This is an optimization exercise on Yosys and OpenROAD, whose aim is small area, not a production implementation. RTL that was checked went through simulation tests only; none was proved equivalent to the original. The RTL of runs 1 and 3 was laid out without a check of its function. Power and IR drop assume default switching activity.

===== flow/config.mk =====
export PLATFORM = sky130hd
export DESIGN_NAME = multicycle_core
export DESIGN_NICKNAME = multicycle_core
export VERILOG_FILES = /design/flow/design.v
export SDC_FILE = /design/flow/constraint.sdc
export NUM_CORES = 4
export LEC_CHECK = 0
export ABC_AREA = 1
export CAP_MARGIN = 20
export CORE_MARGIN = 2
export CORE_UTILIZATION = 55
export PLACE_DENSITY = 0.65
export SLEW_MARGIN = 20

===== flow/constraint.sdc =====
create_clock -name core_clock -period 10.0 [get_ports {clk}]
set_input_delay 2.0000 -clock core_clock [delete_from_list [all_inputs] [get_ports {clk}]]
set_output_delay 2.0000 -clock core_clock [all_outputs]
set_load 0.01 [all_outputs]

===== flow/design.v =====
package core_pkg;
  localparam logic [5:0] OP_RTYPE = 6'b000000;
  localparam logic [5:0] OP_ADDI  = 6'b001000;
  localparam logic [5:0] OP_LW    = 6'b100011;
  localparam logic [5:0] OP_SW    = 6'b101011;
  localparam logic [5:0] OP_BEQ   = 6'b000100;
  localparam logic [5:0] OP_BNE   = 6'b000101;
  localparam logic [5:0] OP_J     = 6'b000010;
  localparam logic [5:0] FN_ADD   = 6'b100000;
  localparam logic [5:0] FN_SUB   = 6'b100010;
  localparam logic [5:0] FN_AND   = 6'b100100;
  localparam logic [5:0] FN_OR    = 6'b100101;
  localparam logic [5:0] FN_SLT   = 6'b101010;
  localparam logic [5:0] FN_SLL   = 6'b000000;
  localparam logic [5:0] FN_SRL   = 6'b000010;
  localparam logic [3:0] S_INIT   = 4'd0;    
  localparam logic [3:0] S_FETCH  = 4'd1;    
  localparam logic [3:0] S_WAIT   = 4'd2;    
  localparam logic [3:0] S_RDT    = 4'd3;    
  localparam logic [3:0] S_SHQ    = 4'd4;    
  localparam logic [3:0] S_EXEC   = 4'd5;    
  localparam logic [3:0] S_P2     = 4'd6;    
  localparam logic [3:0] S_MEM    = 4'd7;    
  localparam logic [3:0] S_WAITWB = 4'd8;    
  localparam logic [3:0] S_SWD    = 4'd9;    
  localparam logic [3:0] S_MEMW   = 4'd10;   
  localparam logic [3:0] S_HALT   = 4'd11;
endpackage
module core_alu (
  input  logic [3:0] a,
  input  logic [3:0] b,
  input  logic       cin,
  input  logic       sub,
  input  logic       lop,    
  input  logic       lor,    
  output logic [3:0] y,
  output logic       cout
);
  logic [3:0] bb, s;
  logic [4:0] c;
  assign bb = b ^ {4{sub}};
  assign c[0] = cin;
  for (genvar i = 0; i < 4; i++) begin : g_fa
    assign s[i]   = a[i] ^ bb[i] ^ c[i];
    assign c[i+1] = (a[i] & bb[i]) | (a[i] & c[i]) | (bb[i] & c[i]);
  end
  assign cout = c[4];
  assign y = !lop ? s : lor ? (a | b) : (a & b);
endmodule
import core_pkg::*;
module multicycle_core #(
  parameter int                ADDR_W   = 32,
  parameter logic [ADDR_W-1:0] RESET_PC = '0
) (
  input  logic              clk,
  input  logic              rst,
  output logic              imem_req,
  output logic [ADDR_W-1:0] imem_addr,
  input  logic              imem_ready,
  input  logic [31:0]       imem_rdata,
  output logic              dmem_req,
  output logic              dmem_we,
  output logic [ADDR_W-1:0] dmem_addr,
  output logic [31:0]       dmem_wdata,
  input  logic              dmem_ready,
  input  logic [31:0]       dmem_rdata,
  output logic [ADDR_W-1:0] pc_out,
  output logic [31:0]       alu_result,
  output logic              retire,
  output logic              halted
);
  logic [3:0]   state, state_n;
  logic [2:0]   ph;
  logic [31:0]  ir, ar;
  logic [31:0]  pc;            
  logic [4:0]   srt;           
  logic [2:0]   prev;          
  logic         c, cp, ret_q;
  logic [991:0] rf;            
  logic [5:0] op, fn;
  logic [4:0] rs, rt, rd, sh, dest, rsel;
  assign op = ir[31:26];
  assign fn = ir[5:0];
  assign rs = ir[25:21];
  assign rt = ir[20:16];
  assign rd = ir[15:11];
  assign sh = ir[10:6];
  logic is_r, is_mem, is_sw, is_addi, is_br, is_j, is_slt, is_sh, writes, need_rt;
  assign is_mem  = op[5];
  assign is_sw   = op[5] & op[3];
  assign is_addi = !op[5] & op[3];
  assign is_br   = !op[5] & op[2];
  assign is_j    = !op[5] & op[1];
  assign is_r    = !op[5] & !op[3] & !op[2] & !op[1];
  assign is_slt  = is_r & fn[3];
  assign is_sh   = is_r & !fn[5];
  assign writes  = is_r | is_addi | (is_mem & !is_sw);
  assign need_rt = is_r | is_br;
  assign dest    = is_r ? rd : rt;
  function automatic logic legal_f(input logic [31:0] w);
    logic [5:0] o, f;
    o = w[31:26];
    f = w[5:0];
    if (o == OP_RTYPE)
      legal_f = f == FN_ADD || f == FN_SUB || f == FN_AND || f == FN_OR || f == FN_SLT ||
                f == FN_SLL || f == FN_SRL;
    else
      legal_f = o == OP_ADDI || o == OP_LW || o == OP_SW || o == OP_BEQ || o == OP_BNE || o == OP_J;
  endfunction
  logic ph0, ph7;
  assign ph0 = ph == 3'd0;
  assign ph7 = ph == 3'd7;
  logic st_init, st_fetch, st_rdt, st_shq, st_exec, st_p2, st_mem, st_swd, st_memw;
  assign st_init  = state == S_INIT;
  assign st_fetch = state == S_FETCH;
  assign st_rdt   = state == S_RDT;
  assign st_shq   = state == S_SHQ;
  assign st_exec  = state == S_EXEC;
  assign st_p2    = state == S_P2;
  assign st_mem   = state == S_MEM;
  assign st_swd   = state == S_SWD;
  assign st_memw  = state == S_MEMW;
  logic [127:0] taps;
  logic [3:0]   rq;
  always_comb begin
    taps[3:0] = 4'b0000;
    for (int i = 1; i < 32; i++) taps[4*i +: 4] = rf[32*(i-1) +: 4];
  end
  assign rsel = st_swd ? srt : st_rdt ? rt : rs;
  assign rq   = taps[{rsel, 2'b00} +: 4];
  logic [3:0] irq, immq;
  assign irq  = ir[{ph, 2'b00} +: 4];
  assign immq = ph[2] ? {4{ir[15]}} : irq;
  logic [3:0] alu_y;
  logic       alu_c, sub, lt, eq, taken;
  assign sub = is_r & fn[5] & fn[1];
  core_alu u_alu (
    .a(rq), .b(is_r ? ar[3:0] : immq), .cin(ph0 ? sub : c), .sub(sub),
    .lop(is_r & fn[2]), .lor(fn[0]), .y(alu_y), .cout(alu_c)
  );
  assign lt    = (rq[3] ^ ar[3]) ? rq[3] : alu_y[3];
  assign eq    = c & (rq == ar[3:0]);
  assign taken = eq ^ op[0];
  logic [2:0] nrot;
  logic [1:0] rb;
  logic [4:0] m;
  logic       klt, keq;
  logic [6:0] win;
  logic [3:0] shq;
  assign rb   = fn[1] ? 2'd0 - sh[1:0] : sh[1:0];
  assign nrot = fn[1] ? sh[4:2] + 3'(sh[1:0] != 2'd0) : 3'd0 - sh[4:2];
  assign win  = {ar[3:0], ph0 ? ar[31:29] : prev};
  assign m   = fn[1] ? ~sh : sh;
  assign klt = ph < m[4:2];
  assign keq = ph == m[4:2];
  always_comb
    for (int b = 0; b < 4; b++)
      shq[b] = win[3'(b + 3) - 3'(rb)] &
               (fn[1] ? (klt || (keq && 2'(b) <= m[1:0])) : !(klt || (keq && 2'(b) < m[1:0])));
  logic [3:0] exres, p2res;
  assign exres = is_sh ? shq : alu_y;
  assign p2res = is_r ? {3'b000, c & ph0} : ar[3:0];
  logic       pc_shift, pcin, pc_c;
  logic [3:0] pc_s, pc_in;
  assign pc_shift = st_init || st_exec || (st_p2 && is_br);
  assign pcin = (st_exec & ph0) | (cp & !ph0);
  assign {pc_c, pc_s} = {1'b0, pc[3:0]} + {1'b0, st_p2 ? immq : 4'b0000} + {4'b0000, pcin};
  always_comb begin
    pc_in = pc_s;
    if (st_init) pc_in = 4'b0000;
    else if (st_exec && is_j) begin
      if (ph < 3'd6) pc_in = irq;
      else if (ph == 3'd6) pc_in[1:0] = irq[1:0];
    end
  end
  logic [3:0] first;
  logic       ld_done;
  assign imem_req   = st_fetch;
  assign imem_addr  = ADDR_W'({pc[29:0], 2'b00});
  assign dmem_req   = st_mem || st_memw;
  assign dmem_we    = st_memw;
  assign dmem_addr  = ADDR_W'(ar);
  assign dmem_wdata = ir;
  assign alu_result = ar;
  assign pc_out     = ADDR_W'({pc[29:0], 2'b00});
  assign halted     = state == S_HALT;
  assign ld_done    = st_mem && dmem_ready;
  assign retire     = ret_q || ld_done;    
  assign first      = need_rt ? S_RDT : S_EXEC;
  always_comb begin
    state_n = state;
    case (state)
      S_INIT:   if (ph7) state_n = S_FETCH;
      S_FETCH:  if (imem_ready) state_n = !legal_f(imem_rdata) ? S_HALT : S_WAIT;
      S_WAIT:   if (ph7) state_n = first;
      S_RDT:    if (ph7) state_n = is_sh ? S_SHQ : S_EXEC;
      S_SHQ:    if (ph7) state_n = S_EXEC;
      S_EXEC:   if (ph7) state_n = is_sw ? S_SWD : is_mem ? S_MEM :
                                   (is_slt || (is_br && taken)) ? S_P2 : S_FETCH;
      S_P2:     if (ph7) state_n = S_FETCH;
      S_MEM:    if (dmem_ready) state_n = ph7 ? S_P2 : S_WAITWB;
      S_WAITWB: if (ph7) state_n = S_P2;
      S_SWD:    if (ph7) state_n = S_MEMW;
      S_MEMW:   if (dmem_ready) state_n = S_FETCH;
      default:  ;
    endcase
  end
  always_ff @(posedge clk or negedge rst)
    if (!rst) begin
      state <= S_INIT;
      ph    <= 3'd0;
      ret_q <= 1'b0;
    end else begin
      state <= state_n;
      ph    <= ph + 3'd1;
      ret_q <= (st_exec && ph7 && !is_mem && !is_slt && !(is_br && taken))
            || (st_p2 && ph7 && !is_mem)
            || (st_memw && dmem_ready);
    end
  logic       wen;
  logic [3:0] wbits;
  assign wen   = (st_exec || st_p2) && writes && dest != 5'd0;
  assign wbits = st_init ? 4'b0000 : st_exec ? exres : p2res;
  logic [7:0] whi;
  logic [3:0] wlo;
  always_comb begin
    for (int j = 0; j < 8; j++) whi[j] = st_init || (wen && dest[4:2] == 3'(j));
    for (int k = 0; k < 4; k++) wlo[k] = st_init || dest[1:0] == 2'(k);
  end
  always_ff @(posedge clk) begin
    if (st_fetch) ir <= imem_rdata;
    else if (st_swd) ir <= {rq, ir[31:4]};
    if (st_exec) srt <= rt;
    if (pc_shift) begin
      pc <= {pc_in, pc[31:4]};
      cp <= pc_c;
    end
    if (st_exec) c <= is_br ? (ph0 | c) & (rq == ar[3:0]) : (ph7 & is_slt) ? lt : alu_c;
    prev <= ar[3:1];
    if (st_rdt) ar <= {rq, ar[31:4]};
    else if (st_exec) ar <= {exres, ar[31:4]};
    else if (st_p2) ar <= {p2res, ar[31:4]};
    else if (st_shq && ph < nrot) ar <= {ar[3:0], ar[31:4]};
    else if (ld_done) ar <= dmem_rdata;
    for (int i = 1; i < 32; i++)
      rf[32*(i-1) +: 32] <= {(whi[i/4] && wlo[i%4]) ? wbits : rf[32*(i-1) +: 4],
                             rf[32*(i-1) + 4 +: 28]};
  end
endmodule

===== flow/flow/run.sh =====
#!/bin/bash
# Standard ORFS layout, with the smallest buffer on the ports and a clock tree without dummy loads.
set -euo pipefail
export BUFFER_PORTS_ARGS="-buffer_cell sky130_fd_sc_hd__buf_1"
export CTS_ARGS="-sink_clustering_enable -repair_clock_nets -dont_use_dummy_load -buf_list {sky130_fd_sc_hd__clkbuf_8} -sink_clustering_size 20 -sink_clustering_max_diameter 50"
bash standard.sh > standard.log 2>&1

===== flow/standard.sh =====
#!/bin/bash
# synth_recipe.tcl (not shown) runs the flow's synth.tcl, then flattens the netlist and writes it again
# the make line also repeats each setting of config.mk as NAME=value (left out here)
make -C /OpenROAD-flow-scripts/flow DESIGN_CONFIG=/design/flow/config.mk WORK_HOME=/design/flow/orfs CLKGATE_MAP_FILE= SYNTH_SCRIPT=/design/flow/synth_recipe.tcl "${@:-finish}"

==> results of run 1 <==
[kinds of logic (layout without fill, tap and decap cells)]
kind of cell    count (synthesis)  in the layout  synth area share [%]
xor+xnor                        8              8                 0.226
other cells                     1              6                0.0121
simple gates                  955            955                  13.3
fa+ha+maj                      24             24                  1.08
mux                             4              4                 0.129
compound gates                251            251                  4.75
buf+inv                       334            486                  5.67
flops                        1106           1106                  74.8
[report_power, final]
| group | internal (W) | switching, W | leakage, nW | total, W |
|---|---|---|---|---|
| Combinational | 0.00102 | 0.00262 | 3.73 | 0.00364 |
| Clock | 0.000719 | 0.00124 | 0.575 | 0.00196 |
| Sequential | 0.00629 | 0.000726 | 9.18 | 0.00701 |
[layer usage]
layer | track usage (%) | up-vias
met1 | 32.0 | 8593
met3 | 3.49 | 168
li1 | - | 8805
met4 | 9.54 | 0
met5 | 0 | -
met2 | 35.7 | 660
[worst min path at each step]
stage	end	slack, ns	from
after floorplan	rf[0]	0.31	rf[4]
after global placement	rf[370]	0.31	rf[374]
after detailed placement	rf[450]	0.31	rf[454]
after CTS	rf[936]	0.27	rf[940]
after global routing	rf[923]	0.26	rf[927]
final	rf[971]	0.28	rf[975]
[placed cells by master, fill, tap and decap left out, drive strengths merged]
cell	instances
and3	1
buf	247
dfrtp	8
a32oi	1
nor3	4
o41ai	1
dfxtp	995
nor2	130
a22oi	2
ha	18
o221a	1
mux2i	4
o22ai	1
nand3	278
nand4	1
o31ai	1
a31oi	36
a211oi	2
o2111ai	3
xnor2	3
fa	5
clkinv	1
nand2	536
conb	4
inv	158
nor4	2
xor2	5
o311ai	1
a221oi	2
clkbuf	80
a32o	1
maj3	1
o21ai	137
o211ai	14
edfxtp	103
a21oi	48
or2	3
diode	2
[registers in the layout (all words and copies together) (netlist names)]
register,count
rf,992
ar,32
ir,32
pc,32
srt,5
state,4
ph,3
prev,3
c,1
cp,1
ret_q,1
[through the flow]
step / total power (W) / hold WS, ns / setup WS [ns]
after CTS: 0.0126 / 0.274 / 4.04
after global routing: 0.0133 / 0.256 / 3.57
after global placement: 0.0106 / 0.310 / 4.16
final: 0.0126 / 0.280 / 4.00
after detailed placement: 0.0107 / 0.312 / 4.02
after floorplan: 0.00938 / 0.310 / 5.85
[worst max-delay path, cell delays in order (launching register included)]
cell and delay (ns):
dfrtp_1 0.45, nor2_1 0.32, nand2_2 0.25, nand2_1 0.11, nand3_1 0.37, nand2_2 0.89, nand2_1 0.15, nand2_1 0.10
nand2_1 0.05, nand3_1 0.09, nand3_1 0.09, nand3_1 0.14, nand2_2 0.11, or2_1 0.26, nand2_1 0.07, nand2_1 0.07
fa_1 0.43, fa_1 0.43, fa_1 0.52, o21ai_1 0.09, nand2_1 0.10, a21oi_2 0.08, a21oi_4 0.12, buf_4 0.44
a21oi_1 0.13
[cell type report]
type	instances	area, um^2
diodes	2	5.00
multi-input cells	1246	6110
flip-flops and latches	1106	23200
inverters	159	597
clock buffers	80	1100
repair buffers	247	1020
well taps	756	946
fillers	4633	23100
==> summary.txt, run 1 <==
RSZ-0062 raised after global routing false; leakage power 13.5 nW; die area 0.0583 mm^2; Primary FF master, synth dfxtp_1; PwrDens 382 mW/mm^2; Yosys top cell area share 64.2%; Die H 242 um; uppermost layer routed met4; register area share after synthesis 74.8%; met1 WL 31.2 mm; utilization after layout 58.8%; Hold Path Stages 0; # setup viols final 0; initial antenna violation count 3; crit path capture rf[127]; Synth top cells by count dfxtp_1 (995), nand2_1 (526), nand3_1 (255), inv_1 (152), nor2_1 (126); Post-CTS Setup Inserts 0; Period minus WS final 6.00 ns; Placed Cells 3513; worst reg2reg startpoint state[2]; Worst Hold Class flip-flop to flip-flop; Yosys warnings 1; Routed WL 67.6 mm; Initial DRC Count 1390; worst slew pin tran 1.05 ns; Synth cell types 54; fin crit share 60.0%; CP Data Required Time 10.54 ns; Max Buffers Root-to-Sink 3; crit path max fanout 45; Synth Cell Area 0.0310 mm^2; clk root buf clkbuf_8; detailed-route via count 18200; end of the worst register-to-register path rf[127]; worst skew pair latency 0.70 ns; Pre-antenna DRT Iters 5; Area after DPL 0.0319 mm^2; main area contributors after synthesis dfxtp_1 (64%), edfxtp_1 (10%), nand2_1 (6.4%); WP data arrival 6.54 ns; Die W 242 um; Yosys reg bits 1106; Post-synth EDFFs 103; slew margin rel. 29.9%; CTS tree yes; GP Congestion 0.937; GRT Total Usage 22.9%; post-synthesis average cell area 11.6 um^2; Wirelength per Cell 18.8 um; DR DRC count 0; Via density 5.07; boundary pin count 233; DR WL met3 3.63 mm; H-Tree Depth 3; DP HPWL 47.2 mm; first-pass GRT wire length 101 mm; Core Area 0.0561 mm^2; most frequent cell after synthesis dfxtp_1; max_cap viols 0; clock sink count 1106; worst reg2reg setup slack 4.00 ns; Synth Instances 2683; final instance area 0.0330 mm^2; Final ANT Viol Nets 0; met2 wire length 30.1 mm; Worst Setup End Kind flip-flop; Peak Freq 167 MHz; hold-fix buffers at CTS 0; fin nets 2931; Max Slew Vio Count 0; pin count of the biggest net entering global routing 65; endpoints failing hold 0; row count 87; outcome finished clean; PortBufs 228; cell accounting for the most synthesized area dfxtp_1; CTS buffer count 80; initial core utilization 55.3%; Area growth syn-to-layout 6.34%; GRT overflow 0; Async S/R FF share, synth 0.723%; critical path class flip-flop to flip-flop; fin cells 3596; post_cts resized 0; Worst setup startpoint state[2]; maximum vdd drop 0.000209 V; Worst setup SP type flip-flop; Reg2Reg Depth 24; clock transition at the registers of the reported paths 0.11 ns; layout cells sized above 1 6.06%; Setup TNS 0 ns; Setup Skew 0.106 ns; vias in the first global route 17100
==> inputs of run 2 (changes only) <==
--- a/flow/design.v
+++ b/flow/design.v
@@ -48,4 +48,30 @@
   assign y = !lop ? s : lor ? (a | b) : (a & b);
 endmodule
+module core_rf (
+  input  logic       clk,
+  input  logic       clr,      
+  input  logic       wen,
+  input  logic [4:0] wa,
+  input  logic [3:0] wd,
+  input  logic [4:0] ra,
+  output logic [3:0] rq
+);
+  logic [991:0] rf;            
+  logic [127:0] taps;
+  always_comb begin
+    taps[3:0] = 4'b0000;
+    for (int i = 1; i < 32; i++) taps[4*i +: 4] = rf[32*(i-1) +: 4];
+  end
+  assign rq = taps[{ra, 2'b00} +: 4];
+  logic [7:0] whi;
+  logic [3:0] wlo;
+  always_comb begin
+    for (int j = 0; j < 8; j++) whi[j] = clr || (wen && wa[4:2] == 3'(j));
+    for (int k = 0; k < 4; k++) wlo[k] = clr || wa[1:0] == 2'(k);
+  end
+  always_ff @(posedge clk)
+    for (int i = 1; i < 32; i++)
+      rf[32*(i-1) +: 32] <= {(whi[i/4] && wlo[i%4]) ? wd : rf[32*(i-1) +: 4], rf[32*(i-1) + 4 +: 28]};
+endmodule
 import core_pkg::*;
 module multicycle_core #(
@@ -77,5 +103,4 @@
   logic [2:0]   prev;          
   logic         c, cp, ret_q;
-  logic [991:0] rf;            
   logic [5:0] op, fn;
   logic [4:0] rs, rt, rd, sh, dest, rsel;
@@ -121,12 +146,6 @@
   assign st_swd   = state == S_SWD;
   assign st_memw  = state == S_MEMW;
-  logic [127:0] taps;
   logic [3:0]   rq;
-  always_comb begin
-    taps[3:0] = 4'b0000;
-    for (int i = 1; i < 32; i++) taps[4*i +: 4] = rf[32*(i-1) +: 4];
-  end
   assign rsel = st_swd ? srt : st_rdt ? rt : rs;
-  assign rq   = taps[{rsel, 2'b00} +: 4];
   logic [3:0] irq, immq;
   assign irq  = ir[{ph, 2'b00} +: 4];
@@ -222,10 +241,5 @@
   assign wen   = (st_exec || st_p2) && writes && dest != 5'd0;
   assign wbits = st_init ? 4'b0000 : st_exec ? exres : p2res;
-  logic [7:0] whi;
-  logic [3:0] wlo;
-  always_comb begin
-    for (int j = 0; j < 8; j++) whi[j] = st_init || (wen && dest[4:2] == 3'(j));
-    for (int k = 0; k < 4; k++) wlo[k] = st_init || dest[1:0] == 2'(k);
-  end
+  core_rf u_rf (.clk(clk), .clr(st_init), .wen(wen), .wa(dest), .wd(wbits), .ra(rsel), .rq(rq));
   always_ff @(posedge clk) begin
     if (st_fetch) ir <= imem_rdata;
@@ -243,7 +257,4 @@
     else if (st_shq && ph < nrot) ar <= {ar[3:0], ar[31:4]};
     else if (ld_done) ar <= dmem_rdata;
-    for (int i = 1; i < 32; i++)
-      rf[32*(i-1) +: 32] <= {(whi[i/4] && wlo[i%4]) ? wbits : rf[32*(i-1) +: 4],
-                             rf[32*(i-1) + 4 +: 28]};
   end
 endmodule
--- a/flow/config.mk
+++ b/flow/config.mk
@@ -12,2 +12,4 @@
 export PLACE_DENSITY = 0.65
 export SLEW_MARGIN = 20
+export SYNTH_HIERARCHICAL = 1
+export SYNTH_MINIMUM_KEEP_SIZE = 0
==> run 2 against run 1 <==
Compared with the run above:
- global-route usage is 1.6 points lower
- register-to-register slack worse by 0.69 ns
- critical path depth up 4
- core utilization up 0.53 points
- combinational power decreased by 23%
- final area shrank 2.8%
- wire length fell by 11%
- largest cell class unchanged
- highest routed layer unchanged
==> summary.txt, run 2 <==
outcome finished clean; pin count of the biggest net entering global routing 51; Reg2Reg Depth 28; Synth cell types 39; FF+latch area 0.0232 mm^2; initial core utilization 55.8%; DR DRC count 0; most frequent cell after synthesis dfxtp_1; clock sink count 1106; Worst setup SP type flip-flop; most flop-heavy register u_rf.rf; area of the multi-input gates 0.00525 mm^2; endpoints failing hold 0; hold-fix buffers at CTS 0; largest family of logic cells by synthesized area simple AND/OR/NAND/NOR gates; Synth Cell Area 0.0302 mm^2; PortBufs 228; Routed WL 60.4 mm; CTS buffer count 76; worst slew pin tran 1.17 ns; most common cell after layout, fill and taps aside dfxtp_1; Final ANT Viol Nets 0; Post-Synth Adder-Cell Area 1.14%; CP Data Required Time 10.54 ns; Yosys top cell area share 66.0%; Max stage delay on crit path 0.68 ns; Peak Freq 149 MHz; xor/xnor cell area share of the yosys netlist 0.290%; initial antenna violation count 1; GRT Total Usage 21.2%; leakage power 12.9 nW; Hold Path Stages 0; GRT overflow 0; post-synthesis mux area share 0.0332%; Worst Setup End Kind flip-flop; min-delay src u_rf.rf[40]; clock transition at the registers of the reported paths 0.11 ns; critical path class flip-flop to flip-flop; worst reg2reg setup slack 3.30 ns; Via density 4.88; PwrDens 345 mW/mm^2; number of flip-flops in the largest register 992; Max Buffers Root-to-Sink 3; most frequent CP cell nand2_1; Setup TNS 0 ns; critical path's slowest cell nor2_2; fin crit share 67.0%; slew margin rel. 21.1%; Yosys warnings 8; CTS tree yes; end of the worst register-to-register path u_rf.rf[639]; Setup WS post-layout 3.30 ns; Die W 238 um; Async S/R FF share, synth 0.723%; Die H 238 um; worst skew pair latency 0.69 ns; Compound-Gate Fraction of Synth Area 4.77%; register area share after synthesis 77.0%; Placement Setup Slack 3.01 ns; layout cells sized above 1 4.51%; max_cap viols 0; maximum vdd drop 0.000183 V; RSZ-0062 raised after global routing false; Max Slew Vio Count 0; Period minus WS final 6.70 ns; clk root buf clkbuf_8; first-pass GRT wire length 91.0 mm; Synth Area in Simple Gates 11.0%; boundary pin count 233; fin nets 2842; Worst Hold Class flip-flop to flip-flop; WP data arrival 7.24 ns; GP Congestion 0.900; Initial DRC Count 1185; Post-CTS Setup Inserts 0; Wirelength per Cell 17.5 um; worst reg2reg startpoint state[2]; vias in the first global route 16100; Post-synth EDFFs 103; main area contributors after synthesis dfxtp_1 (66%), edfxtp_1 (10%), nand2_1 (7.2%); DP HPWL 41.3 mm; crit path max fanout 50; cell accounting for the most synthesized area dfxtp_1; Area growth syn-to-layout 6.35%; # setup viols final 0; WHS Endpoint u_rf.rf[36]; Pre-antenna DRT Iters 8; Setup Skew 0.0976 ns; Primary FF master, synth dfxtp_1; detailed-route via count 16800; post_cts resized 0; hold slack 0.253 ns; die area 0.0567 mm^2; Synth Instances 2582; post-synthesis average cell area 11.7 um^2; most frequent cells in the layout dfxtp_1 (995), nand2_1 (581), buf_1 (228); H-Tree Depth 3; Synth top cells by count dfxtp_1 (995), nand2_1 (581), o21ai_0 (197), inv_1 (182), nand3_1 (138); row count 85; Core Area 0.0540 mm^2; Yosys reg bits 1106; filler instances 4396
run 2: changes by cell type in the layout (fill, tap and decap cells not counted), moves of 6 or more:
cell,previous run,this run
a31oi_1,36,7
clkinv_1,1,7
inv_1,152,179
nand2_1,525,581
nand2_2,9,3
nand3_1,255,138
nand3_2,22,2
nor2_1,123,63
o21ai_0,88,195
o21ai_1,34,9
o21ai_2,14,0
run 2: per-stage QoR:
stage / util, % / instance area (um^2) / cells / power (W)
final: 59.4 / 32100 / 3445 / 0.0111
after global routing: 59.4 / 32100 / 3445 / 0.0118
after CTS: 59.4 / 32100 / 3444 / 0.0112
after detailed placement: 57.4 / 31000 / 3368 / 0.00924
after global placement: 57.4 / 31000 / 3367 / 0.00916
after floorplan: - / 30200 / 2585 / 0.00823
run 2: kinds of logic after synthesis:
group | count (synthesis)
mux | 1
buf+inv | 352
fa+ha+maj | 24
flops | 1106
other cells | 1
xor+xnor | 10
compound gates | 277
simple gates | 811
run 2: cell type report:
class                   count  share of cell area (%)
diodes                      1                 0.00780
clock buffers              76                    3.26
inverters                 197                    2.30
multi-input cells        1127                    16.4
flip-flops and latches   1106                    72.4
well taps                 696                    2.71
repair buffers            242                    3.00
run 2: power by group:
group | switching (W) | total (W) | internal (W) | leakage (nW)
registers | 0.000547 | 0.00637 | 0.00582 | 9.12
clock network | 0.00123 | 0.00192 | 0.000685 | 0.546
logic | 0.00202 | 0.00280 | 0.000780 | 3.26
total | 0.00380 | 0.0111 | 0.00728 | 12.9
run 2: modules after synthesis (local to each module, per instance):
module / cell area, um^2 / copies in the design
core_alu: 249 / 1
core_rf: 22700 / 1
multicycle_core: 7210 / 1
run 2: worst max-delay path by stage:
stage / endpoint / cells past startpoint / startpoint / slack [ns]
2_1_floorplan: u_rf.rf[127] / 31 / state[2] / 5.26
3_3_place_gp: u_rf.rf[95] / 28 / state[2] / 3.23
3_5_place_dp: u_rf.rf[575] / 28 / state[2] / 3.01
4_1_cts: u_rf.rf[575] / 28 / state[2] / 2.98
5_1_grt: u_rf.rf[767] / 28 / state[2] / 2.66
6_report: u_rf.rf[639] / 28 / state[2] / 3.30
run 2: routing by layer:
layer  up-vias  part of all wire [%]  track usage, %
met4         0                   3.9            8.66
met1      7821                    47            29.8
met3       142                   5.3            3.77
met2       511                    44            32.7
li1       8331                     -               -
met5         -                     0               0
run 2: critical path, delay by kind of cell, from the launching register on:
family                   cells  cell delay (ns)
AND/OR/NAND/NOR             12             2.26
buffers and inverters        8             1.84
adder cells (fa/ha/maj)      4             1.47
AO/OA/AOI/OAI                4             0.48
flip-flops                   1             0.48
==> inputs of run 3 (changes only) <==
--- a/flow/design.v
+++ b/flow/design.v
@@ -58,10 +58,12 @@
 );
   logic [991:0] rf;            
-  logic [127:0] taps;
-  always_comb begin
-    taps[3:0] = 4'b0000;
-    for (int i = 1; i < 32; i++) taps[4*i +: 4] = rf[32*(i-1) +: 4];
-  end
-  assign rq = taps[{ra, 2'b00} +: 4];
+  logic [7:0] rhi;
+  logic [3:0] rlo;
+  always_comb begin
+    for (int j = 0; j < 8; j++) rhi[j] = ra[4:2] == 3'(j);
+    for (int k = 0; k < 4; k++) rlo[k] = ra[1:0] == 2'(k);
+    rq = 4'b0000;
+    for (int i = 1; i < 32; i++) rq = rq | (rf[32*(i-1) +: 4] & {4{rhi[i/4] & rlo[i%4]}});
+  end
   logic [7:0] whi;
   logic [3:0] wlo;
==> run 3 against run 2 <==
Compared with the run above:
- clock power is essentially flat
- register-to-register slack gained 0.57 ns
- non-clock buffer count is the same
- largest cell class unchanged
- synthesized cell count shrank 1.1%
- power shrank 12%
- worst hold slack is essentially flat
- flip-flop and latch count is the same
- via count grew 0.71%
- sequential share of layout area grew 0.14 points
- sequential power shrank 9.4%
==> summary.txt, run 3 <==
outcome finished clean; endpoints failing hold 0; CP Data Required Time 10.50 ns; leakage power 13.1 nW; Max stage delay on crit path 0.74 ns; Setup TNS 0 ns; Synth cell types 41; Max Buffers Root-to-Sink 3; clk root buf clkbuf_8; # setup viols final 0; most frequent CP cell nand2_1; initial core utilization 55.7%; vias in the first global route 16100; Yosys warnings 8; register area share after synthesis 77.3%; filler instances 4468; post-synthesis average cell area 11.8 um^2; fin nets 2821; Final ANT Viol Nets 0; Initial DRC Count 1359; Async S/R FF share, synth 0.723%; hold-fix buffers at CTS 0; Core Area 0.0539 mm^2; detailed-route via count 16900; CTS tree yes; Wirelength per Cell 18.2 um; Yosys reg bits 1106; number of flip-flops in the largest register 992; max_cap viols 0; DR DRC count 0; PortBufs 228; pin count of the biggest net entering global routing 39; Setup Skew 0.0998 ns; utilization after layout 59.4%; maximum vdd drop 0.000180 V; PwrDens 305 mW/mm^2; Max Slew Vio Count 0; Worst Setup End Kind flip-flop; CTS buffer count 78; Period minus WS final 6.12 ns; Area after DPL 0.0309 mm^2; GRT overflow 0; final instance area 0.0320 mm^2; post_cts resized 0; boundary pin count 233; Yosys top cell area share 66.3%; Routed WL 62.2 mm; most frequent cell after synthesis dfxtp_1; GRT Total Usage 22.0%; Worst setup SP type flip-flop; Post-CTS Setup Inserts 0; row count 85; initial antenna violation count 0; slew margin rel. 21.2%; number of antenna diodes 0; Synth Instances 2553; Placed Cells 3344; first-pass GRT wire length 93.3 mm; layout cells sized above 1 4.44%; WP data arrival 6.62 ns; Overall Power 0.00976 W; Peak Freq 163 MHz; DP HPWL 43.5 mm; Worst Hold Class flip-flop to flip-flop; main area contributors after synthesis dfxtp_1 (66%), edfxtp_1 (10%), nand2_1 (7.7%); critical path class flip-flop to flip-flop; clock sink count 1106; most common cell after layout, fill and taps aside dfxtp_1; crit path max fanout 31; Via density 4.94; Area growth syn-to-layout 6.62%; RSZ-0062 raised after global routing false; die area 0.0565 mm^2; fin cells 3423; H-Tree Depth 3; Primary FF master, synth dfxtp_1; most frequent cells in the layout dfxtp_1 (995), nand2_1 (617), buf_1 (228); Post-synth EDFFs 103; Pre-antenna DRT Iters 8; Synth Cell Area 0.0300 mm^2; most flop-heavy register u_rf.rf; worst slew pin tran 1.17 ns; Synth top cells by count dfxtp_1 (995), nand2_1 (618), o21ai_0 (197), nor2_1 (132), inv_1 (114); GP Congestion 0.974; cell accounting for the most synthesized area dfxtp_1; Die W 238 um; clock transition at the registers of the reported paths 0.10 ns; critical path's slowest cell a31oi_1; worst skew pair latency 0.70 ns; Die H 238 um; fin crit share 61.2%
## run 3: cell count changes in the layout (fill, tap and decap cells not counted), moves of 3 or more
cell      previous run  this run
inv_2               11         7
clkinv_1             7         4
nand3_1            138        80
nor2_2               6         9
nor2_1              63       130
nand4_1              4        28
nand2_1            581       617
or2_2                5         1
a21oi_1             46        32
o21ai_1              9         6
inv_1              179       112
## run 3: where the power goes
part           switching, W  leakage (nW)  internal (W)
clock network       0.00123         0.561      0.000702
registers          0.000424          9.10       0.00535
logic               0.00154          3.44      0.000514
total               0.00319          13.1       0.00657
## run 3: modules after synthesis (local to each module, per instance)
module           flip-flops and latches  cells
core_alu                              0     43
core_rf                             992   1615
multicycle_core                     114    895
## run 3: worst paths after layout
kind	startpoint	to	slack, ns	cells past startpoint
worst max-delay path	state[2]	u_rf.rf[895]	3.88	29
worst min-delay path	u_rf.rf[980]	u_rf.rf[976]	0.25	0
worst max register to register	state[2]	u_rf.rf[895]	3.88	29
worst min register to register	u_rf.rf[980]	u_rf.rf[976]	0.25	0
max in group asynchronous	rst	ph[0]	8.16	1
min in group asynchronous	rst	state[1]	1.35	1
## run 3: critical path: cells and delay by family, from the launching register on
| kind | cells | cell delay (ns) |
|---|---|---|
| flip-flops | 1 | 0.48 |
| AO/OA/AOI/OAI | 4 | 1.07 |
| buffers and inverters | 6 | 0.86 |
| adder cells (fa/ha/maj) | 4 | 1.45 |
| AND/OR/NAND/NOR | 15 | 2.06 |
## run 3: final cells by class
| type | count | area, um^2 | area share [%] |
|---|---|---|---|
| Sequential cell | 1106 | 23200 | 72.5 |
| Multi-Input combinational cell | 1178 | 5400 | 16.9 |
| Clock buffer | 78 | 1070 | 3.35 |
| Timing Repair Buffer | 242 | 1000 | 3.13 |
| Tap cell | 696 | 871 | 2.72 |
| Inverter | 123 | 462 | 1.44 |
## run 3: kinds of logic after synthesis
group,share of synthesized area (%)
flip-flops,77.3
buffers and inverters,4.87
adder cells (fa/ha/maj),1.15
AND/OR/NAND/NOR,11.9
XOR/XNOR,0.292
other,0.0125
AO/OA/AOI/OAI,4.48
multiplexers,0.0333
## run 3: per-layer routing
layer	GRT usage (%)	up-vias	wire length, um
li1	-	8323	-
met1	30.5	7962	29100
met2	35.0	529	27800
met3	3.68	110	3480
met4	7.87	0	1770
met5	0	-	0
## run 3: per-stage QoR
stage               setup slack (ns)  hold slack (ns)
floorplan                       5.24            0.310
global placement                3.73            0.310
detailed placement              3.93            0.312
CTS                             3.91            0.253
global route                    3.40            0.257
finish                          3.88            0.253
==> inputs of run 4 (changes only) <==
--- a/flow/design.v
+++ b/flow/design.v
@@ -209,9 +209,12 @@
   assign retire     = ret_q || ld_done;    
   assign first      = need_rt ? S_RDT : S_EXEC;
+  logic need_rt_in;
+  assign need_rt_in = !imem_rdata[31] && !imem_rdata[29] && !imem_rdata[27];
   always_comb begin
     state_n = state;
     case (state)
       S_INIT:   if (ph7) state_n = S_FETCH;
-      S_FETCH:  if (imem_ready) state_n = !legal_f(imem_rdata) ? S_HALT : S_WAIT;
+      S_FETCH:  if (imem_ready) state_n = !legal_f(imem_rdata) ? S_HALT : !ph7 ? S_WAIT :
+                                          need_rt_in ? S_RDT : S_EXEC;
       S_WAIT:   if (ph7) state_n = first;
       S_RDT:    if (ph7) state_n = is_sh ? S_SHQ : S_EXEC;
==> flow/flow/run.sh (replaced) <==
#!/bin/bash
# Standard ORFS layout, with the smallest buffer on the ports and a clock tree without dummy loads.
set -euo pipefail
export BUFFER_PORTS_ARGS="-buffer_cell sky130_fd_sc_hd__buf_1"
export CTS_ARGS="-sink_clustering_enable -repair_clock_nets -dont_use_dummy_load -buf_list {sky130_fd_sc_hd__clkbuf_8} -sink_clustering_size 22 -sink_clustering_max_diameter 60"
bash standard.sh > standard.log 2>&1
==> run 4 against run 3 <==
Compared with the run above:
- worst setup slack improved by 0.20 ns
- critical endpoint is now u_rf.rf[991]
- first-iteration DRC count fell by 7.9%
- final area fell by 0.56%
- still clean on timing, DRC and antenna
- global-route usage rose by 0.37 points
- critical path depth fell by 2
- sequential power fell by 23%
- critical path type unchanged
- worst hold slack improved by 0.026 ns
- register-to-register slack improved by 0.20 ns
- synthesized cell count fell by 0.63%
- largest cell class unchanged
- die area barely moved
- maximum frequency rose by 3.4%
==> summary.txt, run 4 <==
worst slew pin tran 1.05 ns; cell accounting for the most synthesized area dfxtp_1; Routed WL 63.8 mm; max_cap viols 0; Max Buffers Root-to-Sink 3; Worst setup SP type flip-flop; crit path max fanout 31; leakage power 12.8 nW; Peak Freq 169 MHz; Setup WS post-layout 4.08 ns; Post-synth EDFFs 103; post_cts resized 0; first-pass GRT wire length 94.3 mm; Final ANT Viol Nets 0; most common cell after layout, fill and taps aside dfxtp_1; slew margin rel. 29.7%; post-synthesis average cell area 11.8 um^2; Area after DPL 0.0309 mm^2; filler instances 4457; most frequent cell after synthesis dfxtp_1; boundary pin count 233; Post-CTS Setup Inserts 0; Setup Skew 0.109 ns; Initial DRC Count 1251; Yosys top cell area share 66.3%; area of the multi-input gates 0.00541 mm^2; Yosys warnings 8; Reg2Reg Depth 27; main area contributors after synthesis dfxtp_1 (66%), edfxtp_1 (10%), nand2_1 (7.5%); Max Slew Vio Count 0; GRT Total Usage 22.4%; register area share after synthesis 77.3%; Hold Path Stages 0; CTS tree yes; Primary FF master, synth dfxtp_1; clock sink count 1106; Setup TNS 0 ns; maximum vdd drop 0.000176 V; GP Congestion 0.933; CTS buffer count 66; clock transition at the registers of the reported paths 0.12 ns; GRT overflow 0; WP data arrival 6.46 ns; Worst Hold Class flip-flop to flip-flop; Synth Instances 2537; Die H 238 um; # setup viols final 0; Async S/R FF share, synth 0.723%; critical path class flip-flop to flip-flop; initial core utilization 55.7%; Yosys reg bits 1106; H-Tree Depth 3; initial antenna violation count 2; Pre-antenna DRT Iters 5; Synth Cell Area 0.0300 mm^2; pin count of the biggest net entering global routing 42; PortBufs 228; most frequent cells in the layout dfxtp_1 (995), nand2_1 (602), buf_1 (228); worst skew pair latency 0.68 ns; Wirelength per Cell 18.8 um; Synth top cells by count dfxtp_1 (995), nand2_1 (602), o21ai_0 (205), nor2_1 (117), edfxtp_1 (103); hold-fix buffers at CTS 0; DP HPWL 45.5 mm; Worst Setup End Kind flip-flop; Die W 238 um; hold slack 0.280 ns; outcome finished clean; detailed-route via count 17000; vias in the first global route 15700; Period minus WS final 5.92 ns; layout cells sized above 1 4.29%; Synth cell types 45; FF+latch area 0.0232 mm^2; clk root buf clkbuf_8; endpoints failing hold 0; number of flip-flops in the largest register 992; Placement Setup Slack 4.12 ns; die area 0.0565 mm^2; Area growth syn-to-layout 6.05%; DR DRC count 0; Via density 5.00; CP Data Required Time 10.54 ns; RSZ-0062 raised after global routing false; fin nets 2795; most flop-heavy register u_rf.rf; final instance area 0.0318 mm^2; fin crit share 59.2%; Core Area 0.0539 mm^2; PwrDens 197 mW/mm^2; row count 85
==> run 4: power breakdown <==
part | internal (W) | leakage (nW) | switching (W) | total (W)
Combinational | 0.0000103 | 3.48 | 0.0000160 | 0.0000263
Clock | 0.000600 | 0.475 | 0.00120 | 0.00180
Sequential | 0.00446 | 8.85 | 0 | 0.00446
Total | 0.00507 | 12.8 | 0.00121 | 0.00628
==> run 4: cell families after synthesis <==
| group | synth area share (%) |
|---|---|
| buffers and inverters | 4.74 |
| flip-flops | 77.3 |
| adder cells (fa/ha/maj) | 1.15 |
| AND/OR/NAND/NOR | 11.5 |
| AO/OA/AOI/OAI | 4.89 |
| other | 0.0125 |
| XOR/XNOR | 0.321 |
| multiplexers | 0.0333 |
==> run 4: layer usage <==
metal / vias to the layer above / global-route usage [%] / share of wire, % / wire, um
li1: 8283 / - / - / -
met1: 8037 / 31.4 / 47 / 29700
met2: 542 / 35.4 / 45 / 28500
met3: 126 / 3.88 / 5.4 / 3440
met4: 0 / 7.34 / 3.3 / 2080
met5: - / 0 / 0 / 0
==> run 4: worst paths after layout <==
path	from	to	slack (ns)
setup / recovery	state[3]	u_rf.rf[991]	4.08
setup reg to reg	state[3]	u_rf.rf[991]	4.08
hold reg to reg	u_rf.rf[111]	u_rf.rf[107]	0.28
max in group asynchronous	rst	ph[2]	8.23
min in group asynchronous	rst	state[1]	1.36
hold / removal	u_rf.rf[111]	u_rf.rf[107]	0.28
==> run 4: area by class of cell <==
cell class / count / share of cell area, %
diodes: 4 / 0.0314
clock buffers: 66 / 2.85
inverters: 117 / 1.39
multi-input cells: 1170 / 17.0
flip-flops and latches: 1106 / 72.9
well taps: 696 / 2.74
repair buffers: 242 / 3.08
==> run 4: Yosys stat by module (local to each module, per instance) <==
module | cell area [um^2] | cells | flip-flops and latches | copies in the design
multicycle_core | 7250 | 879 | 114 | 1
core_rf | 22500 | 1615 | 992 | 1
core_alu | 249 | 43 | 0 | 1
==> run 4: through the flow <==
stage                     utilization (%)  total power, W  cells
after floorplan                         -         0.00457   2540
after global placement               57.3         0.00459   3329
after detailed placement             57.3         0.00459   3329
after CTS                            59.0         0.00635   3395
after global routing                 59.0         0.00650   3399
final                                59.0         0.00628   3401
==> run 4: worst max-delay path, cell delays in order (launching register included) <==
cell and delay (ns):
dfrtp_1 0.44, nor2_1 0.25, nand2_1 0.34, inv_2 0.27, nand2_1 0.07, a31oi_1 0.48
inv_1 0.19, nor2_2 0.55, nand3_1 0.27, nor2_1 0.16, nor2_1 0.06, nand2_1 0.07
nor2_1 0.04, nand2_1 0.24, fa_1 0.25, fa_1 0.16, inv_1 0.05, fa_1 0.36
inv_1 0.08, fa_1 0.41, nand2_1 0.08, nand2_1 0.07, o21a_1 0.18, nand2_1 0.07
o31ai_1 0.08, inv_1 0.07, buf_4 0.33, o21ai_0 0.17
==> inputs of run 5 (changes only) <==
==> flow/flow/run.sh (replaced) <==
#!/bin/bash
# Standard ORFS layout, with the smallest buffer on the ports and a clock tree without dummy loads.
set -euo pipefail
export BUFFER_PORTS_ARGS="-buffer_cell sky130_fd_sc_hd__buf_1"
export CTS_ARGS="-sink_clustering_enable -repair_clock_nets -dont_use_dummy_load -buf_list {sky130_fd_sc_hd__clkbuf_8} -sink_clustering_size 20 -sink_clustering_max_diameter 70"
bash standard.sh > standard.log 2>&1
==> run 5 against run 4 <==
Compared with the run above:
- synthesized cell count stayed put
- clock power about the same
- still clean on timing, DRC and antenna
- sequential share of layout area fell by 0.072 points
- wire length grew 0.24%
- flip-flop and latch count stayed put
- critical path depth did not move
==> summary.txt, run 5 <==
Initial DRC Count 1259; H-Tree Depth 3; most common cell after layout, fill and taps aside dfxtp_1; most frequent cells in the layout dfxtp_1 (995), nand2_1 (602), buf_1 (228); Worst Hold Class flip-flop to flip-flop; PwrDens 198 mW/mm^2; GRT Total Usage 22.5%; outcome finished clean; most frequent CP cell nand2_1; Die W 238 um; PortBufs 228; GP Congestion 0.933; initial antenna violation count 3; initial core utilization 55.7%; post_cts resized 0; Yosys reg bits 1106; worst reg2reg startpoint state[3]; Worst setup startpoint state[3]; Die H 238 um; Yosys top cell area share 66.3%; Core Area 0.0539 mm^2; crit path max fanout 31; Pre-antenna DRT Iters 5; Peak Freq 166 MHz; detailed-route via count 17100; Area after DPL 0.0309 mm^2; DP HPWL 45.5 mm; Primary FF master, synth dfxtp_1; layout cells sized above 1 4.37%; Synth Instances 2537; final instance area 0.0319 mm^2; number of flip-flops in the largest register 992; pin count of the biggest net entering global routing 42; RSZ-0062 raised after global routing false; main area contributors after synthesis dfxtp_1 (66%), edfxtp_1 (10%), nand2_1 (7.5%); Final ANT Viol Nets 0; first-pass GRT wire length 94.8 mm; hold-fix buffers at CTS 0; Worst setup SP type flip-flop; Max Buffers Root-to-Sink 3; Max Slew Vio Count 0; post-synthesis average cell area 11.8 um^2; Setup WS post-layout 3.97 ns; Buf/Inv on CP 6; worst slew pin tran 1.08 ns; DR DRC count 0; Setup TNS 0 ns; CTS tree yes; Synth cell types 45; WP data arrival 6.55 ns; fin crit share 60.3%; worst skew pair latency 0.70 ns; Worst Setup End Kind flip-flop; slew margin rel. 27.6%; Area growth syn-to-layout 6.16%; most flop-heavy register u_rf.rf; Placement Setup Slack 4.12 ns; Wirelength per Cell 18.8 um; Post-CTS Setup Inserts 0; clock sink count 1106; min-delay src u_rf.rf[111]; Async S/R FF share, synth 0.723%; vias in the first global route 15800; Synth Cell Area 0.0300 mm^2; clk root buf clkbuf_8; CP Data Required Time 10.53 ns; critical path class flip-flop to flip-flop; Post-synth EDFFs 103; die area 0.0565 mm^2; Routed WL 63.9 mm; Setup Skew 0.0967 ns; register area share after synthesis 77.3%; cell accounting for the most synthesized area dfxtp_1; GRT overflow 0; endpoints failing hold 0; clock transition at the registers of the reported paths 0.11 ns; fin nets 2797; most frequent cell after synthesis dfxtp_1; Via density 5.01; Period minus WS final 6.03 ns; Top Family by Delay on Critical Path simple AND/OR/NAND/NOR gates; critical path's slowest cell nor2_2; Synth top cells by count dfxtp_1 (995), nand2_1 (602), o21ai_0 (205), nor2_1 (117), edfxtp_1 (103); leakage power 12.8 nW; boundary pin count 233; Yosys warnings 8; Max stage delay on crit path 0.56 ns; row count 85; maximum vdd drop 0.000177 V; # setup viols final 0; CTS buffer count 69; max_cap viols 0
## run 5: cell types whose count changed in the layout (fill, tap and decap cells not counted), sizes merged
cell / before / now
clkbuf: 67 / 69
diode: 4 / 3
## run 5: Yosys stat by module, one instance, submodules excluded
module,cell area (um^2),times used,cells
core_alu,249,1,43
core_rf,22500,1,1615
multicycle_core,7250,1,879
## run 5: power by group
part,switching [W],internal [W],total [W]
logic,0.0000159,0.0000103,0.0000262
registers,0,0.00446,0.00446
clock network,0.00121,0.000625,0.00183
total,0.00122,0.00510,0.00632
## run 5: area by class of cell
| class | count | area (um^2) |
|---|---|---|
| flip-flops and latches | 1106 | 23200 |
| inverters | 117 | 442 |
| diodes | 3 | 7.51 |
| fillers | 4434 | 22100 |
| repair buffers | 241 | 973 |
| well taps | 696 | 871 |
| clock buffers | 69 | 950 |
| multi-input cells | 1170 | 5410 |
## run 5: final timing paths
check	endpoint	slack [ns]	cells past startpoint
worst max-delay path	u_rf.rf[575]	3.97	27
worst min-delay path	u_rf.rf[107]	0.26	0
worst max register to register	u_rf.rf[575]	3.97	27
worst min register to register	u_rf.rf[107]	0.26	0
max in group asynchronous	state[2]	8.27	1
min in group asynchronous	state[3]	1.29	1
## run 5: kinds of logic (layout without fill, tap and decap cells)
kind of cell / Yosys count / count (layout) / share of synthesized area (%)
multiplexers: 1 / 1 / 0.0333
XOR/XNOR: 11 / 11 / 0.321
other: 1 / 7 / 0.0125
adder cells (fa/ha/maj): 24 / 24 / 1.15
AND/OR/NAND/NOR: 849 / 849 / 11.5
AO/OA/AOI/OAI: 281 / 281 / 4.89
flip-flops: 1106 / 1106 / 77.3
buffers and inverters: 264 / 427 / 4.74
## run 5: worst reg2reg max path, cell delays in order, from the launching register on
cell     delay [ns]
dfrtp_1        0.45
nor2_1         0.25
nand2_1        0.35
inv_2          0.28
nand2_1        0.07
a31oi_1        0.48
inv_1          0.19
nor2_2         0.56
nand3_1        0.28
nor2_1         0.15
nor2_1         0.06
nand2_1        0.07
nor2_1         0.05
nand2_1        0.24
fa_1           0.25
fa_1           0.16
inv_1          0.05
fa_1           0.36
inv_1          0.08
fa_1           0.41
nand2_1        0.08
nand2_1        0.06
o21a_1         0.18
nand2_1        0.07
o31ai_1        0.08
inv_1          0.07
buf_4          0.33
o21ai_0        0.19
## run 5: layer usage
layer / GRT usage [%] / up-vias / part of all wire (%)
met3: 3.75 / 119 / 5.2
met4: 8.12 / 2 / 3.3
met1: 31.4 / 8066 / 46
met5: 0 / - / 0.020
met2: 35.7 / 580 / 45
li1: - / 8286 / -
## run 5: through the flow
| step | instances | hold slack (ns) | utilization (%) | total power (W) |
|---|---|---|---|---|
| final | 3402 | 0.255 | 59.1 | 0.00632 |
| after CTS | 3398 | 0.255 | 59.0 | 0.00639 |
| after global routing | 3401 | 0.246 | 59.1 | 0.00654 |
| after global placement | 3329 | 0.310 | 57.3 | 0.00459 |
| after floorplan | 2540 | 0.310 | - | 0.00457 |
| after detailed placement | 3329 | 0.312 | 57.3 | 0.00459 |
==> inputs of run 6 (changes only) <==
--- a/flow/design.v
+++ b/flow/design.v
@@ -25,4 +25,5 @@
   localparam logic [3:0] S_SWD    = 4'd9;    
   localparam logic [3:0] S_MEMW   = 4'd10;   
+  localparam logic [3:0] S_LWB    = 4'd12;   
   localparam logic [3:0] S_HALT   = 4'd11;
 endpackage
@@ -138,5 +139,5 @@
   assign ph0 = ph == 3'd0;
   assign ph7 = ph == 3'd7;
-  logic st_init, st_fetch, st_rdt, st_shq, st_exec, st_p2, st_mem, st_swd, st_memw;
+  logic st_init, st_fetch, st_rdt, st_shq, st_exec, st_p2, st_mem, st_swd, st_memw, st_lwb;
   assign st_init  = state == S_INIT;
   assign st_fetch = state == S_FETCH;
@@ -148,4 +149,5 @@
   assign st_swd   = state == S_SWD;
   assign st_memw  = state == S_MEMW;
+  assign st_lwb   = state == S_LWB;
   logic [3:0]   rq;
   assign rsel = st_swd ? srt : st_rdt ? rt : rs;
@@ -181,5 +183,5 @@
   logic [3:0] exres, p2res;
   assign exres = is_sh ? shq : alu_y;
-  assign p2res = is_r ? {3'b000, c & ph0} : ar[3:0];
+  assign p2res = {3'b000, c & ph0};
   logic       pc_shift, pcin, pc_c;
   logic [3:0] pc_s, pc_in;
@@ -196,5 +198,4 @@
   end
   logic [3:0] first;
-  logic       ld_done;
   assign imem_req   = st_fetch;
   assign imem_addr  = ADDR_W'({pc[29:0], 2'b00});
@@ -206,6 +207,5 @@
   assign pc_out     = ADDR_W'({pc[29:0], 2'b00});
   assign halted     = state == S_HALT;
-  assign ld_done    = st_mem && dmem_ready;
-  assign retire     = ret_q || ld_done;    
+  assign retire     = ret_q;
   assign first      = need_rt ? S_RDT : S_EXEC;
   logic need_rt_in;
@@ -223,6 +223,7 @@
                                    (is_slt || (is_br && taken)) ? S_P2 : S_FETCH;
       S_P2:     if (ph7) state_n = S_FETCH;
-      S_MEM:    if (dmem_ready) state_n = ph7 ? S_P2 : S_WAITWB;
-      S_WAITWB: if (ph7) state_n = S_P2;
+      S_MEM:    if (dmem_ready) state_n = ph7 ? S_LWB : S_WAITWB;
+      S_WAITWB: if (ph7) state_n = S_LWB;
+      S_LWB:    if (ph7) state_n = S_FETCH;
       S_SWD:    if (ph7) state_n = S_MEMW;
       S_MEMW:   if (dmem_ready) state_n = S_FETCH;
@@ -239,15 +240,19 @@
       ph    <= ph + 3'd1;
       ret_q <= (st_exec && ph7 && !is_mem && !is_slt && !(is_br && taken))
-            || (st_p2 && ph7 && !is_mem)
-            || (st_memw && dmem_ready);
+            || (st_p2 && ph7)
+            || ((st_mem || st_memw) && dmem_ready);
     end
   logic       wen;
   logic [3:0] wbits;
-  assign wen   = (st_exec || st_p2) && writes && dest != 5'd0;
-  assign wbits = st_init ? 4'b0000 : st_exec ? exres : p2res;
-  core_rf u_rf (.clk(clk), .clr(st_init), .wen(wen), .wa(dest), .wd(wbits), .ra(rsel), .rq(rq));
+  logic [4:0] wa;
+  assign wa    = st_lwb ? srt : dest;
+  assign wen   = ((st_exec || st_p2) && writes && dest != 5'd0) || (st_lwb && srt != 5'd0);
+  assign wbits = st_init ? 4'b0000 : st_exec ? exres : st_lwb ? ir[3:0] : p2res;
+  core_rf u_rf (.clk(clk), .clr(st_init), .wen(wen), .wa(wa), .wd(wbits), .ra(rsel), .rq(rq));
   always_ff @(posedge clk) begin
     if (st_fetch) ir <= imem_rdata;
+    else if (st_mem) ir <= dmem_rdata;
     else if (st_swd) ir <= {rq, ir[31:4]};
+    else if (st_lwb) ir <= {ir[3:0], ir[31:4]};
     if (st_exec) srt <= rt;
     if (pc_shift) begin
@@ -261,5 +266,4 @@
     else if (st_p2) ar <= {p2res, ar[31:4]};
     else if (st_shq && ph < nrot) ar <= {ar[3:0], ar[31:4]};
-    else if (ld_done) ar <= dmem_rdata;
   end
 endmodule
==> flow/flow/run.sh (replaced) <==
#!/bin/bash
# Standard ORFS layout, with the smallest buffer on the ports and a clock tree without dummy loads.
set -euo pipefail
export BUFFER_PORTS_ARGS="-buffer_cell sky130_fd_sc_hd__buf_1"
export CTS_ARGS="-sink_clustering_enable -repair_clock_nets -dont_use_dummy_load -buf_list {sky130_fd_sc_hd__clkbuf_4 sky130_fd_sc_hd__clkbuf_8} -sink_clustering_size 20 -sink_clustering_max_diameter 70"
bash standard.sh > standard.log 2>&1
==> run 6 against run 5 <==
Compared with the run above:
- die area fell by 0.30%
- maximum frequency down 12%
- worst setup slack worse by 0.79 ns
- non-clock buffer count is 3 lower
- register-to-register slack lost 0.79 ns
- critical path depth did not move
- largest cell class unchanged
==> summary.txt, run 6 <==
WHS Endpoint u_rf.rf[849]; endpoints failing hold 0; final instance area 0.0317 mm^2; initial core utilization 55.6%; Die H 237 um; crit path max fanout 23; maximum vdd drop 0.000167 V; Max Buffers Root-to-Sink 3; CTS buffer count 68; Switching Share 33.6%; boundary pin count 233; RSZ-0062 raised after global routing false; GRT overflow 0; worst skew pair latency 0.70 ns; Final ANT Viol Nets 0; fin crit share 68.2%; Via density 4.97; Synth Instances 2493; Wirelength per Cell 18.4 um; Synth cell types 47; row count 85; clock transition at the registers of the reported paths 0.11 ns; Primary FF master, synth dfxtp_1; PortBufs 228; register area share after synthesis 77.6%; Reg2Reg Depth 27; clock power share 19.2%; cell accounting for the most synthesized area dfxtp_1; most common cell after layout, fill and taps aside dfxtp_1; Worst Hold Class flip-flop to flip-flop; Post-CTS Setup Inserts 0; Yosys top cell area share 66.6%; Initial DRC Count 1317; Core Area 0.0538 mm^2; Placement Setup Slack 2.95 ns; number of flip-flops in the largest register 992; initial antenna violation count 1; worst reg2reg setup slack 3.18 ns; Async S/R FF share, synth 0.723%; DR DRC count 0; vias in the first global route 15900; end of the worst register-to-register path u_rf.rf[30]; post-synthesis average cell area 12.0 um^2; H-Tree Depth 3; Worst Setup End Kind flip-flop; Yosys warnings 8; pin count of the biggest net entering global routing 65; Power Internal 0.00630 W; Die W 237 um; Placed Cells 3280; Setup Skew 0.119 ns; leakage power 12.7 nW; first-pass GRT wire length 93.0 mm; most frequent cells in the layout dfxtp_1 (995), nand2_1 (511), buf_1 (228); post_cts resized 0; most flop-heavy register u_rf.rf; Max Slew Vio Count 0; worst slew pin tran 1.14 ns; GP Congestion 0.946; Worst setup SP type flip-flop; sequential share of power 57.9%; # setup viols final 0; layout cells sized above 1 4.45%; P_sw 0.00318 W; hold slack 0.274 ns; clock sink count 1106; GRT Total Usage 22.0%; Setup WS post-layout 3.18 ns; combinational share of power 22.9%; fin nets 2746; Routed WL 61.5 mm; Synth Cell Area 0.0299 mm^2; Synth top cells by count dfxtp_1 (995), nand2_1 (511), o21ai_0 (188), nor2_1 (152), edfxtp_1 (103); Post-synth EDFFs 103; slew margin rel. 23.3%; worst reg2reg startpoint state[2]; critical path class flip-flop to flip-flop; most frequent cell after synthesis dfxtp_1; fin cells 3349; main area contributors after synthesis dfxtp_1 (67%), edfxtp_1 (10%), nand2_1 (6.4%); CTS tree yes; min-delay src u_rf.rf[853]; detailed-route via count 16700; die area 0.0563 mm^2; outcome finished clean; Hold Path Stages 0; Area after DPL 0.0308 mm^2; WP data arrival 7.40 ns; Peak Freq 147 MHz; Area growth syn-to-layout 6.02%; Period minus WS final 6.82 ns; clk root buf clkbuf_8; max_cap viols 0; Yosys reg bits 1106; Pre-antenna DRT Iters 5; CP Data Required Time 10.58 ns; hold-fix buffers at CTS 0; Setup TNS 0 ns; PwrDens 299 mW/mm^2; DP HPWL 43.2 mm
run 6: cell types whose count changed after synthesis, sizes merged, moves of 6 or more:
| cell | change |
|---|---|
| o21ai | -21 |
| inv | -9 |
| a21oi | -6 |
| nand2 | -92 |
| o211ai | +16 |
| a31oi | +29 |
| nor2 | +37 |
run 6: per-module statistics from Yosys (local to each module, per instance):
module | cell area (um^2) | flip-flops and latches
core_rf | 22500 | 992
core_alu | 249 | 0
multicycle_core | 7160 | 114
run 6: critical path, cell delays in order (launching register included):
cell,delay (ns)
dfrtp_1,0.47
nor2_2,0.21
nand2_1,0.43
inv_1,0.39
nand2_1,0.15
a31oi_4,0.58
inv_1,0.35
nand3_1,0.17
nor2_1,0.09
nand2_1,0.09
nand2_1,0.06
nor2_1,0.11
nand2_1,0.06
nor2_1,0.11
nand2_1,0.20
fa_1,0.48
fa_1,0.37
inv_1,0.07
fa_1,0.40
or2_2,0.28
nand2_1,0.07
nand2_1,0.06
o21ai_0,0.09
nand2_1,0.09
o21ai_0,0.11
clkinv_1,0.58
buf_4,0.45
o21ai_0,0.20
run 6: power groups by stage:
stage          logic [W]  clock network [W]  registers, W
2_1_floorplan    0.00154                  0       0.00547
3_3_place_gp     0.00215                  0       0.00557
3_5_place_dp     0.00216                  0       0.00559
4_1_cts          0.00217            0.00189       0.00549
5_1_grt          0.00241            0.00204       0.00554
6_report         0.00217            0.00182       0.00549
run 6: cell type report:
type | count | area (um^2)
flip-flops and latches | 1106 | 23200
fillers | 4464 | 22100
multi-input cells | 1132 | 5370
clock buffers | 68 | 936
repair buffers | 238 | 931
well taps | 696 | 871
inverters | 108 | 405
diodes | 1 | 2.50
run 6: how the worst max path moves through the flow:
stage	cells after the start	slack (ns)	startpoint	to
2_1_floorplan	31	5.37	state[1]	u_rf.rf[127]
3_3_place_gp	27	3.13	state[3]	u_rf.rf[446]
3_5_place_dp	27	2.95	state[3]	u_rf.rf[414]
4_1_cts	27	2.89	state[2]	u_rf.rf[30]
5_1_grt	27	2.59	state[2]	u_rf.rf[350]
6_report	27	3.18	state[2]	u_rf.rf[30]
run 6: metrics by stage:
stage	power, W	util, %
after floorplan	0.00701	-
after global placement	0.00773	57.2
after detailed placement	0.00775	57.2
after CTS	0.00955	58.9
after global routing	0.00999	59.0
final	0.00948	59.0
run 6: kinds of logic after synthesis:
family                     Yosys count  synth area share [%]
adders and majority gates           24                  1.15
DFF                               1106                  77.6
AOI/OAI and AO/OA                  296                  5.38
xor gates and xnor gates            11                 0.322
muxes                                1                0.0334
buffers and inverters              258                  4.60
other                                1                0.0125
and+or+nand+nor                    796                  10.9
run 6: per-layer routing:
layer	vias up	share of wire (%)	global-route usage, %
met2	446	45	34.5
met5	-	0	0
met4	0	3.6	8.27
met3	138	5.2	4.67
li1	8211	-	-
met1	7857	46	30.2
==> inputs of run 7 (changes only) <==
==> flow/flow/run.sh (replaced) <==
#!/bin/bash
# Standard ORFS layout, with the smallest buffer on the ports and a clock tree without dummy loads.
set -euo pipefail
export BUFFER_PORTS_ARGS="-buffer_cell sky130_fd_sc_hd__buf_1"
export CTS_ARGS="-sink_clustering_enable -repair_clock_nets -dont_use_dummy_load -buf_list {sky130_fd_sc_hd__clkbuf_8} -sink_clustering_size 20 -sink_clustering_max_diameter 70"
bash standard.sh > standard.log 2>&1
--- a/flow/config.mk
+++ b/flow/config.mk
@@ -7,9 +7,9 @@
 export LEC_CHECK = 0
 export ABC_AREA = 1
-export CAP_MARGIN = 20
+export CAP_MARGIN = 5
 export CORE_MARGIN = 2
 export CORE_UTILIZATION = 55
 export PLACE_DENSITY = 0.65
-export SLEW_MARGIN = 20
+export SLEW_MARGIN = 5
 export SYNTH_HIERARCHICAL = 1
 export SYNTH_MINIMUM_KEEP_SIZE = 0
==> run 7 against run 6 <==
Compared with the run above:
- non-clock buffer count rose by 1
- worst hold slack is essentially flat
- critical path depth unchanged
- largest cell class unchanged
- clock power barely moved
- synthesized cell count did not move
- sequential share of layout area about the same
- count of clock-buffer cells in the layout unchanged
- maximum frequency shrank 4.9%
- final area barely moved
- worst setup slack got worse by 0.35 ns
==> summary.txt, run 7 <==
outcome finished clean; utilization after layout 59.0%; # setup viols final 0; crit path max fanout 23; Worst setup SP type flip-flop; Top Family by Delay on Critical Path simple AND/OR/NAND/NOR gates; Placement Setup Slack 2.91 ns; grt met1 use 31.5%; vias in the first global route 15900; Max stage delay on crit path 0.87 ns; Buf/Inv on CP 5; first-pass GRT wire length 94.1 mm; layout cells sized above 1 4.45%; filler instances 4459; hold slack 0.274 ns; fin crit share 71.7%; Primary FF master, synth dfxtp_1; worst skew pair latency 0.70 ns; Peak Freq 139 MHz; Max Slew Vio Count 0; critical path's slowest cell a31oi_2; worst reg2reg setup slack 2.83 ns; Pre-antenna DRT Iters 8; Post-synth EDFFs 103; max_cap viols 0; DR DRC count 0; Core Area 0.0538 mm^2; Initial DRC Count 1200; endpoints failing hold 0; PwrDens 299 mW/mm^2; initial antenna violation count 1; Die W 237 um; post_cts resized 0; pin count of the biggest net entering global routing 65; worst reg2reg startpoint state[3]; post-synthesis average cell area 12.0 um^2; Yosys reg bits 1106; worst slew pin tran 1.21 ns; leakage power 12.7 nW; Worst Hold Class flip-flop to flip-flop; clock sink count 1106; Hold Path Stages 0; area of the multi-input gates 0.00536 mm^2; CTS tree yes; number of flip-flops in the largest register 992; Die H 237 um; main area contributors after synthesis dfxtp_1 (67%), edfxtp_1 (10%), nand2_1 (6.4%); most frequent cells in the layout dfxtp_1 (995), nand2_1 (511), buf_1 (228); Setup Skew 0.123 ns; CTS buffer count 68; Setup WS post-layout 2.83 ns; detailed-route via count 16700; min-delay src u_rf.rf[828]; DP HPWL 43.3 mm; most frequent cell after synthesis dfxtp_1; Reg2Reg Depth 27; RSZ-0062 raised after global routing false; Synth Instances 2493; PortBufs 228; Final ANT Viol Nets 0; GRT Total Usage 22.1%; GRT overflow 0; Synth top cells by count dfxtp_1 (995), nand2_1 (511), o21ai_0 (188), nor2_1 (152), edfxtp_1 (103); Post-CTS Setup Inserts 0; WP data arrival 7.77 ns; clock transition at the registers of the reported paths 0.12 ns; maximum vdd drop 0.000164 V; boundary pin count 233; register area share after synthesis 77.6%; end of the worst register-to-register path u_rf.rf[606]; Yosys top cell area share 66.6%; Setup TNS 0 ns; Synth cell types 47; most frequent CP cell nand2_1; fin nets 2747; row count 85; Async S/R FF share, synth 0.723%; initial core utilization 55.6%; Period minus WS final 7.17 ns; Worst Setup End Kind flip-flop; FF+latch area 0.0232 mm^2; cell accounting for the most synthesized area dfxtp_1; GR Layer Usage met2 35.2%; GRT Max-Usage Layer met2; die area 0.0563 mm^2; Area growth syn-to-layout 6.00%; Wirelength per Cell 18.5 um; WHS Endpoint u_rf.rf[824]; global-route met3 utilization 3.09%; Yosys warnings 8; critical path class flip-flop to flip-flop; Max Buffers Root-to-Sink 3; hold-fix buffers at CTS 0; Routed WL 62.0 mm; CP Data Required Time 10.60 ns; Synth Cell Area 0.0299 mm^2; slew margin rel. 18.8%; H-Tree Depth 3; clk root buf clkbuf_8; most common cell after layout, fill and taps aside dfxtp_1; most flop-heavy register u_rf.rf; Via density 4.98; GP Congestion 0.946
## run 7: changes by cell type in the layout (fill, tap and decap cells not counted)
cell     before  now
buf_2         0    1
o21ai_2       1    0
a31oi_4       1    0
diode_2       1    2
a31oi_2       0    1
o21ai_0     187  188
## run 7: cell families after synthesis
logic type,count (synthesis),synth area share [%]
flops,1106,77.6
fa+ha+maj,24,1.15
simple gates,796,10.9
buf+inv,258,4.60
compound gates,296,5.38
mux,1,0.0334
other cells,1,0.0125
xor+xnor,11,0.322
## run 7: how the worst max path moves through the flow
stage,from,end,slack [ns],cells after the start
2_1_floorplan,state[1],u_rf.rf[127],5.37,31
3_3_place_gp,state[3],u_rf.rf[446],3.13,27
3_5_place_dp,state[3],u_rf.rf[478],2.91,27
4_1_cts,state[3],u_rf.rf[606],2.89,27
5_1_grt,state[3],u_rf.rf[350],2.14,27
6_report,state[3],u_rf.rf[606],2.83,27
## run 7: stage by stage
stage	area (um^2)	power, W	cells
finish	31700	0.00949	3351
floorplan	29900	0.00701	2496
global route	31700	0.00999	3351
CTS	31700	0.00954	3348
detailed placement	30800	0.00775	3280
global placement	30800	0.00773	3280
## run 7: layer usage
layer	up-vias	wire, um
met5	-	0
met4	0	1660
met3	101	2870
met2	500	28200
met1	7865	29300
li1	8210	-
## run 7: layout make-up
type                    count  area share (%)
multi-input cells        1132            16.9
repair buffers            239            2.95
diodes                      2          0.0158
clock buffers              68            2.95
well taps                 696            2.75
flip-flops and latches   1106            73.2
inverters                 108            1.28
## run 7: report_power, final
part           switching, W  total, W  internal (W)
combinational       0.00161   0.00218      0.000573
clock               0.00120   0.00182      0.000617
sequential         0.000384   0.00549       0.00511
total               0.00319   0.00949       0.00629
## run 7: modules after synthesis, one instance, submodules excluded
module           cells inside  times used  cell area (um^2)  flip-flops and latches
core_rf                  1615           1             22500                     992
multicycle_core           835           1              7160                     114
core_alu                   43           1               249                       0

Check on run 7: ideal ports give 2.830 ns setup slack; a clkbuf_16 on the clock port and buf_2 on the inputs give 2.830 ns; moving port delays by the midpoint clock arrival (0.691 ns) as well gives 2.830 ns.
